Context: an optimization exercise on an open-source flow, tuned for small area, a short achievable clock period and few clock cycles. The choices shown serve that exercise and are no tape-out recipe. In this exercise RTL edits were held to simulation tests only and were not proved equivalent to the original. Power is estimated from default activity; no workload was simulated.

--- flow/design.v ---
`default_nettype none
package strm_pkg;
  typedef logic [128-1:0] data_t;
  typedef logic [32-1:0] addr_t;
  typedef logic [32-1:0]  len_t;
  typedef logic [8-1:0]  tag_t;
  typedef logic [$clog2(256):0]                  req_len_t;   
  typedef logic [32-$clog2(16)-1:0]     beat_cnt_t;  
  typedef logic [$clog2(16)-1:0]                chunk_cnt_t;  
  typedef enum logic [2:0] {
    IDLE,
    REQ_A,
    WAIT_A_ACK,
    REQ_B,
    WAIT_B_ACK,
    WAIT_DONE,
    DRAIN
  } seq_state_t;
endpackage
`default_nettype wire
`timescale 1ns/100ps
`default_nettype none
module rd_req_sequencer
(
  input  logic     clk_i,
  input  logic     rst_n,
  input  logic     strm_en_i,
  input  strm_pkg::addr_t    dma_src_addr_i,
  input  strm_pkg::len_t     dma_len_i,
  output logic     dma_done_o,
  input  logic     dma_done_ack_i,
  output logic     dma_rd_req_o,
  output strm_pkg::addr_t    dma_rd_req_addr_o,
  output strm_pkg::req_len_t dma_rd_req_len_o,
  output strm_pkg::tag_t     dma_tag_o,
  input  logic     dma_req_ack_i,
  input  logic     a_stored_i,
  input  logic     b_stored_i,
  input  logic     a_empty_i,
  input  logic     b_empty_i,
  output logic     restart_o
);
  localparam int   BEAT_SHIFT = $clog2(16);
  localparam strm_pkg::len_t CHUNK_LEN  = strm_pkg::len_t'(256);
  strm_pkg::seq_state_t state;
  strm_pkg::len_t       rem_len;       
  logic       last_req;      
  strm_pkg::beat_cnt_t  total_beats;
  strm_pkg::beat_cnt_t  rcvd_beats;
  strm_pkg::beat_cnt_t  a_exp;
  strm_pkg::beat_cnt_t  a_rcv;
  strm_pkg::beat_cnt_t  b_exp;
  strm_pkg::beat_cnt_t  b_rcv;
  strm_pkg::req_len_t   next_len;
  logic       next_last;
  logic       issue_a;
  logic       issue_b;
  assign next_last = (rem_len <= CHUNK_LEN);
  assign next_len  = next_last ? strm_pkg::req_len_t'(rem_len) : strm_pkg::req_len_t'(256);
  assign issue_a = (state == strm_pkg::REQ_A) && (a_rcv >= a_exp) && a_empty_i;
  assign issue_b = (state == strm_pkg::REQ_B) && (b_rcv >= b_exp) && b_empty_i;
  always_ff @(posedge clk_i)
  begin
    if (!rst_n)
    begin
      state        <= strm_pkg::IDLE;
      dma_rd_req_o <= 1'b0;
      dma_done_o   <= 1'b0;
      restart_o    <= 1'b0;
      last_req     <= 1'b0;
    end
    else
    begin
      restart_o <= 1'b0;
      case (state)
        strm_pkg::IDLE:
        begin
          last_req          <= 1'b0;
          rem_len           <= dma_len_i;           
          dma_rd_req_addr_o <= dma_src_addr_i;
          total_beats       <= strm_pkg::beat_cnt_t'(dma_len_i >> BEAT_SHIFT);
          if (strm_en_i)
          begin
            restart_o <= 1'b1;
            state     <= (dma_len_i == '0) ? strm_pkg::WAIT_DONE : strm_pkg::REQ_A;   
          end
        end
        strm_pkg::REQ_A, strm_pkg::REQ_B:
        begin
          if (issue_a || issue_b)
          begin
            dma_rd_req_o     <= 1'b1;
            dma_rd_req_len_o <= next_len;
            last_req         <= next_last;
            dma_tag_o        <= issue_a ? strm_pkg::tag_t'(1) : strm_pkg::tag_t'(2);
            state            <= issue_a ? strm_pkg::WAIT_A_ACK : strm_pkg::WAIT_B_ACK;
          end
        end
        strm_pkg::WAIT_A_ACK, strm_pkg::WAIT_B_ACK:
        begin
          if (dma_req_ack_i)
          begin
            dma_rd_req_o <= 1'b0;
            if (last_req)
              state <= strm_pkg::WAIT_DONE;
            else
            begin
              rem_len           <= rem_len - CHUNK_LEN;
              dma_rd_req_addr_o <= dma_rd_req_addr_o + strm_pkg::addr_t'(256);
              state             <= (state == strm_pkg::WAIT_A_ACK) ? strm_pkg::REQ_B : strm_pkg::REQ_A;   
            end
          end
        end
        strm_pkg::WAIT_DONE:
        begin
          if (rcvd_beats >= total_beats)
            dma_done_o <= 1'b1;
          if (dma_done_o && !strm_en_i && dma_done_ack_i)
          begin
            dma_done_o <= 1'b0;
            state      <= strm_pkg::DRAIN;
          end
        end
        strm_pkg::DRAIN:
        begin
          if (a_empty_i && b_empty_i)   
            state <= strm_pkg::IDLE;
        end
        default: state <= strm_pkg::IDLE;
      endcase
    end
  end
  always_ff @(posedge clk_i)
  begin
    if (!rst_n || (state == strm_pkg::IDLE))
    begin
      rcvd_beats <= '0;
      a_exp      <= '0;
      a_rcv      <= '0;
      b_exp      <= '0;
      b_rcv      <= '0;
    end
    else
    begin
      rcvd_beats <= rcvd_beats + strm_pkg::beat_cnt_t'(a_stored_i) + strm_pkg::beat_cnt_t'(b_stored_i);
      if (issue_a)
      begin
        a_exp <= strm_pkg::beat_cnt_t'(next_len >> BEAT_SHIFT);
        a_rcv <= '0;
      end
      else if (a_stored_i)
        a_rcv <= a_rcv + 1'b1;
      if (issue_b)
      begin
        b_exp <= strm_pkg::beat_cnt_t'(next_len >> BEAT_SHIFT);
        b_rcv <= '0;
      end
      else if (b_stored_i)
        b_rcv <= b_rcv + 1'b1;
    end
  end
endmodule
`default_nettype wire
`timescale 1ns/100ps
`default_nettype none
module tag_fifo
#(
  parameter strm_pkg::tag_t TAG = strm_pkg::tag_t'(1)
)
(
  input  logic  clk_i,
  input  logic  rst_n,
  input  logic  dma_data_valid_i,
  input  strm_pkg::tag_t  dma_tag_i,
  input  strm_pkg::data_t dma_data_i,
  output logic  beat_stored_o,
  output logic  empty_o,
  output logic  out_valid_o,
  input  logic  out_ready_i,
  output strm_pkg::data_t out_data_o
);
  localparam int FILL_W = $clog2(16) + 1;
  logic              hit_q;      
  strm_pkg::data_t             data_q;
  strm_pkg::data_t             mem [16];
  strm_pkg::chunk_cnt_t        wr_ptr;
  strm_pkg::chunk_cnt_t        rd_ptr;
  logic [FILL_W-1:0] fill;
  logic              rd_en;
  logic              full;
  always_ff @(posedge clk_i)
  begin
    if (!rst_n)
      hit_q <= 1'b0;
    else
      hit_q <= dma_data_valid_i && (dma_tag_i == TAG);
    data_q <= dma_data_i;
  end
  always_ff @(posedge clk_i)
  begin
    if (hit_q)
      mem[wr_ptr] <= data_q;
  end
  always_ff @(posedge clk_i)
  begin
    if (!rst_n)
    begin
      wr_ptr <= '0;
      rd_ptr <= '0;
      fill   <= '0;
    end
    else
    begin
      if (hit_q)
        wr_ptr <= wr_ptr + 1'b1;
      if (rd_en)
        rd_ptr <= rd_ptr + 1'b1;
      fill <= fill + FILL_W'(hit_q) - FILL_W'(rd_en);
    end
  end
  assign rd_en         = out_valid_o && out_ready_i;
  assign full          = (fill == FILL_W'(16));
  assign empty_o       = (fill == '0);
  assign out_valid_o   = !empty_o;
  assign out_data_o    = mem[rd_ptr];    
  assign beat_stored_o = hit_q;
endmodule
`default_nettype wire
`timescale 1ns/100ps
`default_nettype none
module stream_reorder
(
  input  logic  clk_i,
  input  logic  rst_n,
  input  logic  restart_i,
  input  logic  a_valid_i,
  input  logic  b_valid_i,
  input  strm_pkg::data_t a_data_i,
  input  strm_pkg::data_t b_data_i,
  output logic  a_ready_o,
  output logic  b_ready_o,
  output logic  stream_valid_o,
  input  logic  stream_ready_i,
  output strm_pkg::data_t stream_data_o
);
  localparam strm_pkg::chunk_cnt_t LAST_BEAT = strm_pkg::chunk_cnt_t'(16 - 1);
  logic       sel_b;       
  strm_pkg::chunk_cnt_t beat_cnt;
  logic       xfer;
  assign xfer = stream_valid_o && stream_ready_i;
  always_ff @(posedge clk_i)
  begin
    if (!rst_n || restart_i)
    begin
      sel_b    <= 1'b0;
      beat_cnt <= '0;
    end
    else if (xfer)
    begin
      beat_cnt <= beat_cnt + 1'b1;
      if (beat_cnt == LAST_BEAT)
        sel_b <= !sel_b;
    end
  end
  assign stream_valid_o = sel_b ? b_valid_i : a_valid_i;
  assign stream_data_o  = sel_b ? b_data_i : a_data_i;
  assign a_ready_o      = !sel_b && stream_ready_i;
  assign b_ready_o      = sel_b && stream_ready_i;
endmodule
`default_nettype wire
`timescale 1ns/100ps
`default_nettype none
module sys_user_stream_top
(
  input  logic     clk_i,
  input  logic     rst_n,
  input  logic     strm_en_i,
  input  strm_pkg::addr_t    dma_src_addr_i,
  input  strm_pkg::len_t     dma_len_i,
  output logic     dma_done_o,
  input  logic     dma_done_ack_i,
  output logic     dma_rd_req_o,
  output strm_pkg::addr_t    dma_rd_req_addr_o,
  output strm_pkg::req_len_t dma_rd_req_len_o,
  output strm_pkg::tag_t     dma_tag_o,
  input  logic     dma_req_ack_i,
  input  logic     dma_data_valid_i,
  input  strm_pkg::tag_t     dma_tag_i,
  input  strm_pkg::data_t    dma_data_i,
  output logic     stream_valid_o,
  input  logic     stream_ready_i,
  output strm_pkg::data_t    stream_data_o
);
  logic  a_stored;
  logic  b_stored;
  logic  a_empty;
  logic  b_empty;
  logic  restart;
  logic  a_valid;
  logic  b_valid;
  logic  a_ready;
  logic  b_ready;
  strm_pkg::data_t a_data;
  strm_pkg::data_t b_data;
  rd_req_sequencer u_seq (
    .clk_i             (clk_i),
    .rst_n             (rst_n),
    .strm_en_i         (strm_en_i),
    .dma_src_addr_i    (dma_src_addr_i),
    .dma_len_i         (dma_len_i),
    .dma_done_o        (dma_done_o),
    .dma_done_ack_i    (dma_done_ack_i),
    .dma_rd_req_o      (dma_rd_req_o),
    .dma_rd_req_addr_o (dma_rd_req_addr_o),
    .dma_rd_req_len_o  (dma_rd_req_len_o),
    .dma_tag_o         (dma_tag_o),
    .dma_req_ack_i     (dma_req_ack_i),
    .a_stored_i        (a_stored),
    .b_stored_i        (b_stored),
    .a_empty_i         (a_empty),
    .b_empty_i         (b_empty),
    .restart_o         (restart)
  );
  tag_fifo #(.TAG(strm_pkg::tag_t'(1))) u_buf_a (
    .clk_i            (clk_i),
    .rst_n            (rst_n),
    .dma_data_valid_i (dma_data_valid_i),
    .dma_tag_i        (dma_tag_i),
    .dma_data_i       (dma_data_i),
    .beat_stored_o    (a_stored),
    .empty_o          (a_empty),
    .out_valid_o      (a_valid),
    .out_ready_i      (a_ready),
    .out_data_o       (a_data)
  );
  tag_fifo #(.TAG(strm_pkg::tag_t'(2))) u_buf_b (
    .clk_i            (clk_i),
    .rst_n            (rst_n),
    .dma_data_valid_i (dma_data_valid_i),
    .dma_tag_i        (dma_tag_i),
    .dma_data_i       (dma_data_i),
    .beat_stored_o    (b_stored),
    .empty_o          (b_empty),
    .out_valid_o      (b_valid),
    .out_ready_i      (b_ready),
    .out_data_o       (b_data)
  );
  stream_reorder u_reorder (
    .clk_i          (clk_i),
    .rst_n          (rst_n),
    .restart_i      (restart),
    .a_valid_i      (a_valid),
    .b_valid_i      (b_valid),
    .a_data_i       (a_data),
    .b_data_i       (b_data),
    .a_ready_o      (a_ready),
    .b_ready_o      (b_ready),
    .stream_valid_o (stream_valid_o),
    .stream_ready_i (stream_ready_i),
    .stream_data_o  (stream_data_o)
  );
endmodule
`default_nettype wire
--- flow/run.sh ---
#!/bin/bash
# synth_recipe.tcl (not shown) runs the flow's synth.tcl, then flattens the netlist and writes it again
# the make line also repeats each setting of config.mk as NAME=value (left out here)
make -C /OpenROAD-flow-scripts/flow DESIGN_CONFIG=/design/flow/config.mk WORK_HOME=/design/flow/orfs CLKGATE_MAP_FILE= SYNTH_SCRIPT=/design/flow/synth_recipe.tcl finish
--- flow/config.mk ---
export PLATFORM = sky130hd
export DESIGN_NAME = sys_user_stream_top
export DESIGN_NICKNAME = sys_user_stream_top
export VERILOG_FILES = /design/flow/design.v
export SDC_FILE = /design/flow/constraint.sdc
export NUM_CORES = 4
export LEC_CHECK = 0
export CAP_MARGIN = 20
export CORE_MARGIN = 2
export CORE_UTILIZATION = 40
export SLEW_MARGIN = 20
--- flow/constraint.sdc ---
create_clock -name core_clock -period 5.5 [get_ports {clk_i}]
set_input_delay 1.1000 -clock core_clock [delete_from_list [all_inputs] [get_ports {clk_i}]]
set_output_delay 1.1000 -clock core_clock [all_outputs]
set_load 0.01 [all_outputs]
==> PnR_summary.wiki <==
{| class="wikitable"
! Metric !! Value
|-
| Portion of synthesized cell area occupied by the leading cell type || 74.5%
|-
| Sequential cell area fraction in the yosys report || 77.7%
|-
| Number of endpoints failing setup at the final stage || 0
|-
| Post-layout instance count excluding filler cells || 13,900
|-
| Fill cell total of the finished layout || 34,000
|-
| Count of flip-flops with a built-in enable after synthesis || 4,199
|-
| Leakage dissipation || 59.5 nW
|-
| Detailed placer's ending HPWL || 216 mm
|-
| Clock-pin slew on the worst setup and hold paths || roughly 0.06 ns
|-
| Port Buffers || 380
|-
| Layout-stage area growth over the synthesis result || 16.2%
|-
| Boundary pin count || 387
|-
| CTS buffer count || 447
|-
| Wire length of the first global-routing pass || 610 mm
|-
| Hold bufs inserted after CTS || 0
|-
| Max-slew violation count || 0
|-
| Setup Skew || 0.0639 ns
|-
| Number of setup buffers added after CTS || 0
|-
| Type of origin of the critical path || flop
|-
| Clock net sink count || 4,469
|-
| Routed vias || 78,600
|-
| Data required time at the worst endpoint || 4.40 ns
|-
| Antenna Nets Post-Route || 0
|-
| Minimum hold slack || around 0.47 ns
|-
| Post-Place Cells || 13,100
|-
| Post-synthesis cell area || 0.169 mm^2
|-
| Pin slew with the least headroom to its limit || 1.12 ns
|-
| Critical setup path kind || flop to output port
|-
| Final-layout setup total negative slack || 0 ns
|-
| Number of DRC violations after detailed routing || 0
|-
| Switching power as a share of total power || 22.6%
|-
| Total Power || 77.5 mW
|-
| Total global-route track usage || 20.0%
|-
| Post-synthesis cell type count || 58
|-
| Switch Pwr || 17.6 mW
|-
| Number of violations of the max-capacitance limit || 0
|-
| Status || complete, no violations
|-
| Area taken by multi-input logic gates || 0.0362 mm^2
|-
| Std cell rows || 238
|-
| Number of iterations in the first detailed-routing pass || 6
|-
| Fmax achieved || roughly 190 MHz
|-
| Pint || around 60 mW
|-
| Via count of the first global-routing pass || 81,200
|-
| Post-cts gate resize count || 0
|-
| Yosys synthesis warning count || 4
|-
| Height of the die || 655 um
|-
| Setup crit end kind || output port
|-
| Worst-path maximum fanout || 30
|-
| Unrepaired setup endpoints after global routing || no
|-
| Tmin final || 5.33 ns
|-
| Effective utilization at floorplan || about two fifths
|-
| Sequential cell fraction of total power || 49.4%
|-
| IR Drop Worst-Case VDD || 0.383 mV
|-
| Latest clock arrival within the worst-skew pair || 1.00 ns
|-
| Fraction of power consumed by combinational cells || 10.8%
|-
| FF+latch count, synth || 4,469
|-
| Pin count of the biggest net entering global routing || 110
|-
| Fraction of the cycle the final worst path needs || 96.9%
|-
| Final nets || 8,151
|-
| Share of synthesized registers carrying an async set or reset || 0%
|-
| Wire length after detailed routing || 434 mm
|-
| Worst min-delay path class || flop to flop
|-
| Congestion Overflow GR || 0
|-
| Ratio of routed vias to standard cells || 5.64
|-
| H-tree levels || 5
|-
| Max Root-Sink Buffers || 4
|-
| Final Hold Vio Count || 0
|-
| Arrival time at the worst endpoint || about 4.2 ns
|-
| Cell at the root of the clock tree || sky130_fd_sc_hd__clkbuf_16
|-
| DIE WIDTH || 655 um
|-
| Share of power burned in the clock network || between 30% and 40%
|-
| Area used by sequential logic in the layout || 0.132 mm^2
|-
| Most common cell after layout, fill and taps aside || sky130_fd_sc_hd__edfxtp_1
|-
| Number of DRC violations after detailed-routing iteration 0 || approximately 9,500
|-
| Biggest area contributors in the synthesized netlist || sky130_fd_sc_hd__edfxtp_1 (74%), sky130_fd_sc_hd__mux4_2 (17%), sky130_fd_sc_hd__dfxtp_1 (3.2%)
|-
| Post-Synthesis Cells || 7,192
|-
| Mapped Avg Cell Area || ~24 um^2
|-
| Ys flop type || sky130_fd_sc_hd__edfxtp_1
|-
| Commonest non-fill, non-tap cells in the layout || sky130_fd_sc_hd__edfxtp_1 (4,199), sky130_fd_sc_hd__mux4_2 (1,280), sky130_fd_sc_hd__clkbuf_16 (452)
|-
| TritonCTS clock tree || done
|-
| Initial antenna violation count || 26
|-
| Fraction of layout instances using a drive strength above 1 || 28.2%
|-
| Area leader, netlist || sky130_fd_sc_hd__edfxtp_1
|-
| Placer congestion estimate || between 0.7 and 0.8
|-
| CORE AREA || 0.421 mm^2
|-
| Power per unit of standard cell area || 394 mW/mm^2
|-
| Die area || 0.428 mm^2
|-
| Worst slew margin relative to its limit || 25.1%
|-
| Average wire length per cell after detail routing || 31.2 um
|}
-- state kept, by name, indices dropped and copies added, names as in the netlist, 9 cells and up, named ones only --
register / flops
u_buf_b.data_q: 128
u_seq.total_beats: 28
u_buf_b.mem: 2048
u_seq.rcvd_beats: 28
u_seq.dma_rd_req_len_o: 9
u_buf_a.mem: 2048
u_seq.dma_rd_req_addr_o: 32
u_seq.b_rcv: 28
u_seq.a_rcv: 28
u_seq.rem_len: 32
-- metrics by stage --
step	worst slack (ns)	utilization, %	area, um^2
after floorplan	0.292	-	169000
after global placement	1.12	43.2	182000
after detailed placement	1.09	43.2	182000
after CTS	0.0120	46.7	197000
after global routing	0.0288	46.8	197000
final	0.169	46.8	197000
-- final cells by class --
type | instances | share of cell area, %
Timing Repair Buffer | 569 | 3.43
Multi-Input combinational cell | 2312 | 18.4
Antenna cell | 19 | 0.0242
Clock buffer | 611 | 6.27
Inverter | 75 | 0.143
Sequential cell | 4469 | 66.9
Clock inverter | 228 | 1.30
Tap cell | 5640 | 3.59
-- path summary, 6_finish.rpt --
path                            slack, ns                   end               start  depth (start not counted)
worst min-delay path                 0.47    u_seq.dma_rd_req_o  u_seq.dma_rd_req_o                          2
worst max-delay path                 0.17     stream_data_o[69]                flop                          5
worst min register to register       0.47    u_seq.dma_rd_req_o  u_seq.dma_rd_req_o                          2
worst max register to register       1.90  u_seq.rcvd_beats[26]       u_buf_b.hit_q                          9
-- kinds of logic (layout without fill, tap and decap cells) --
kind of cell,after synthesis,count (layout),synth area share [%]
flops,4469,4469,77.7
buf+inv,416,1483,1.02
xor+xnor,145,145,0.750
fa+ha+maj,70,70,0.531
compound gates,104,104,0.360
simple gates,559,559,1.66
mux,1428,1428,18.0
other cells,1,25,0.00222
-- critical path: stages, from the launching register on --
cell                              delay (ns)
sky130_fd_sc_hd__dfxtp_4                0.90
sky130_fd_sc_hd__buf_4                  0.45
sky130_fd_sc_hd__mux4_2                 0.37
sky130_fd_sc_hd__mux4_2                 0.51
sky130_fd_sc_hd__mux2_2                 0.31
sky130_fd_sc_hd__clkdlybuf4s50_1        0.70
-- layer usage --
layer | share of wire [%] | routed length, um | global-route usage (%)
met5 | 0.018 | 80 | 0
met1 | 42 | 183000 | 28.0
met3 | 6.3 | 27200 | 2.89
met4 | 2.3 | 10200 | 4.92
met2 | 49 | 213000 | 33.0
-- cell usage after synthesis (all sizes together), types with 59 or more instances --
cell type and number:
ha 67, dfxtp 270, nand2 120, and2 63
buf 160, mux4 1280, inv 75, clkbuf 181
o21ai 59, edfxtp 4199, nor2 167, mux2 128
xor2 81, xnor2 64
-- power by group through the flow --
| stage | combinational (mW) | clock, mW | sequential [mW] |
|---|---|---|---|
| 2_1_floorplan | 5.51 | 0 | 38.8 |
| 3_3_place_gp | 8.45 | 0 | 38.9 |
| 3_5_place_dp | 8.53 | 0 | 39.0 |
| 4_1_cts | 8.57 | 31.5 | 38.3 |
| 5_1_grt | 8.94 | 32.7 | 38.4 |
| 6_report | 8.36 | 30.9 | 38.3 |
Testbench counts, summed over its fixed seeds: cycles 21,842.

==> afterwards: timing with drivers on the ports <==
No port has a modelled driver above. Below, the same layout with a new extraction and two added sets of constraints.
Step 1 sets driving cells, clkbuf_16 on the clock port and buf_2 on the other inputs (assumed; they add their load-dependent delay and slew).
Step 2 also shifts input and output timing later by t, the mid clock arrival at the registers, as if the neighbouring blocks saw the same clock.
Three values: ideal ports, drivers, drivers and shift; two values: the first two.
shift t [ns]: 1.080
setup slack, ns: 0.169 / 0.059 / 1.139
hold WS [ns]: 0.469 / 0.460 / 0.469
worst slew at a driven data input, ns: 0.24
After both steps this run still meets setup and hold. The setup slack of this run moves by -0.110 ns with the drivers and by +0.970 ns with both steps.
